This is an optimization exercise on Yosys and OpenROAD, whose aim is small area, not a production implementation. The RTL was checked by simulation tests, not by an equivalence proof against the original design. No activity file was given, so power comes from the tool's default toggle rates.

Setup of run A:
==> flow/design.v (excerpt) <==
module rs_syndrome_calc
(
   input  logic         clk,
   input  logic         rst,
   input  logic         din_valid,
   input  logic         din_sof,
   input  logic [7:0]   data_in,
   output logic         synd_valid,
   input  logic         synd_ready,
   output logic [255:0] syndromes,
   output logic         synd_err,
   output logic         overrun,
   output logic         sync_err
);
   localparam logic [7:0] C_SLOT1   = 8'h03;    
   localparam logic [7:0] C_SLOT254 = 8'h8f;    
   logic [7:0]   r_cnt;
   logic [7:0]   w_cnt_step;
   logic [255:0] r_acc;
   logic [255:0] r_synd;
   logic         r_valid;
   logic         r_overrun;
   logic         r_sync_err;
   logic [7:0]   w_slot;
   logic         w_first;
   logic         w_last;
   logic         w_sync;
   logic         w_load;
   logic         w_drop;
   logic [255:0] w_acc_next;
   assign w_slot     = (din_valid && din_sof) ? 8'd0 : r_cnt;
   assign w_first    = (w_slot == 8'd0);
   assign w_last     = din_valid && (w_slot == C_SLOT254);
   assign w_sync     = din_valid && din_sof && (r_cnt != 8'd0);
   assign w_cnt_step = rs_syndrome_calc_pkg::gf2_8_mul(w_slot, 8'h02) ^ C_SLOT1;
   assign w_load  = w_last && (!r_valid || synd_ready);
   assign w_drop  = w_last && r_valid && !synd_ready;
   genvar j;
   generate
      for (j = 1; j <= rs_syndrome_calc_pkg::NSYM; j++) begin : g_cell
         rs_synd_cell #(
            .J (j)
         ) u_cell (
            .i_acc      (r_acc[8*j-1 -: 8]),
            .i_keep     (!w_first),
            .i_data     (data_in),
            .o_acc_next (w_acc_next[8*j-1 -: 8])
         );
      end
   endgenerate
   always_ff @(posedge clk) begin
      if (din_valid) r_acc <= w_acc_next;
   end
   always_ff @(posedge clk) begin
      if (w_load) r_synd <= w_acc_next;
   end
   always_ff @(posedge clk or posedge rst) begin
      if (rst) begin
         r_cnt      <= 8'd0;
         r_valid    <= 1'b0;
         r_overrun  <= 1'b0;
         r_sync_err <= 1'b0;
      end else begin
         if (din_valid)
            r_cnt <= w_cnt_step;
         r_sync_err <= w_sync;
         r_overrun  <= w_drop;
         if (w_load)
  ...
Size: roughly 1600 cells after synthesis, roughly 520 flip-flops, ~270 I/O pins, roughly 23000 um2 of cells after synthesis.
export LEC_CHECK = 0
export CAP_MARGIN = 20
export CORE_MARGIN = 2
export CORE_UTILIZATION = 40
export SLEW_MARGIN = 20
export SYNTH_HIERARCHICAL = 1
export SYNTH_MINIMUM_KEEP_SIZE = 0
create_clock -name core_clock -period 6.0 [get_ports {clk}]
standard.sh (not shown) runs the stock make flow with config.mk's settings and CLKGATE_MAP_FILE= SYNTH_SCRIPT=/design/flow/synth_recipe.tcl, a recipe that flattens the netlist after the stock synthesis.
==> flow/flow/run.sh <==
#!/bin/bash
# Standard ORFS layout with three changes to how it is made:
#  - port buffers use the smallest buffer (buf_1) instead of the one buffer_ports picks;
#  - CTS uses small clock buffers and inserts no dummy load cells.
# Every tool's output goes to flow_make.log in the work folder (ORFS keeps its own
# per-step logs under orfs/logs/).
set -euo pipefail
export BUFFER_PORTS_ARGS="-buffer_cell sky130_fd_sc_hd__buf_1"
export CTS_ARGS="-sink_clustering_enable -repair_clock_nets -dont_use_dummy_load -sink_clustering_size 16 -sink_clustering_max_diameter 80 -buf_list {sky130_fd_sc_hd__clkbuf_8}"
bash standard.sh finish > flow_make.log 2>&1
Changes in run B relative to run A:
- CORE_UTILIZATION now 75, was 40
- PLACE_DENSITY now 0.88, previously not set
Findings:
- Run B vs. run A: post-detailed-placement cell area now sits lower, ratio of total power to cell area shows an increase of 17 nW/um2, combinational cell fraction of total power climbed 0.6 points.
- The final worst hold slack reported for run B is greater than that of run A by 21 ps.
- r_synd[136] as the origin of the worst setup path was reported by run A, and r_synd[110] by run B.
- Relative to run A, the share of the final layout cell area in multi-input gates of run B is higher by 0.64 points.
- Min global-route usage across run B and run A: run A
- Count of filler cells inserted in the layout (run B vs. run A) decreases by more than half
- Lower largest net degree at the start of global routing among run B and run A: run A
[inputs] run C vs run B
- clearing PLACE_DENSITY, which used to be 0.88
- swapping 75 for 40 in CORE_UTILIZATION
diff --git a/flow/flow/run.sh b/flow/flow/run.sh
--- a/flow/flow/run.sh
+++ b/flow/flow/run.sh
@@ -8,3 +8,3 @@
 export BUFFER_PORTS_ARGS="-buffer_cell sky130_fd_sc_hd__buf_1"
-export CTS_ARGS="-sink_clustering_enable -repair_clock_nets -dont_use_dummy_load -sink_clustering_size 16 -sink_clustering_max_diameter 80 -buf_list {sky130_fd_sc_hd__clkbuf_8}"
+export CTS_ARGS="-sink_clustering_enable -repair_clock_nets -dont_use_dummy_load -sink_clustering_size 20 -sink_clustering_max_diameter 60 -buf_list {sky130_fd_sc_hd__clkbuf_8}"
 bash standard.sh finish > flow_make.log 2>&1
Compared with run B, final instance area in run C increased by a few percent.
Compared with run B, run C shows internal power that has gone up slightly.
Diff run B -> run C: utilization decreased by 38 points relative to the old numbers; ratio of cells with drive above 1 in the final layout shows an increase of 0.46 points; total detailed-routing wirelength moved up.
Any difference in power share of the sequential group between run C and run B is small enough to ignore.
Peak supply drop came out lower on run C than on run B.
Summary — power dissipated by switching net loads, run C relative to run B: lower, by 1.5%.
On power, run B and run C are neck and neck.
Run C ends up with a setup slack that is 57 ps lower than in run B.
Highest-delay cell along the critical path = sky130_fd_sc_hd__nor4_1: run B; highest-delay cell along the critical path = sky130_fd_sc_hd__nor4_2: run C

port drivers added, routing unchanged:
The flow's constraints put no driver on any port. The routed layouts listed below were extracted and timed again, unchanged, in two steps.
Step 1 sets driving cells, clkbuf_16 on the clock port and buf_2 on the other inputs (assumed; they add their load-dependent delay and slew).
Step 2 adds t to the input delays and takes it off the output delays; t is the mean of the earliest and latest rising clock arrival at the registers after step 1. Input paths then give back, and output paths get back, about the clock's delay inside the block.
a / b / c = ideal ports / drivers / drivers and shift; a / b = the first two.
run	t, ns	slack for setup (ns)	hold slack, ns	worst setup path at the end	cell pins on the clock port's net
run A	0.649	1.643 / 1.588 / 1.638	0.537 / 0.520 / 0.537	input to register	1
run B	0.611	1.617 / 1.569 / 1.292	0.558 / 0.558 / 0.558	input to register	1
run C	0.657	1.560 / 1.504 / 1.578	0.522 / 0.490 / 0.528	input to register	1
After both steps every run listed still meets setup and hold. For run B, which loses most, drivers alone change the setup slack by -0.048 ns; drivers and shift together by -0.325 ns.
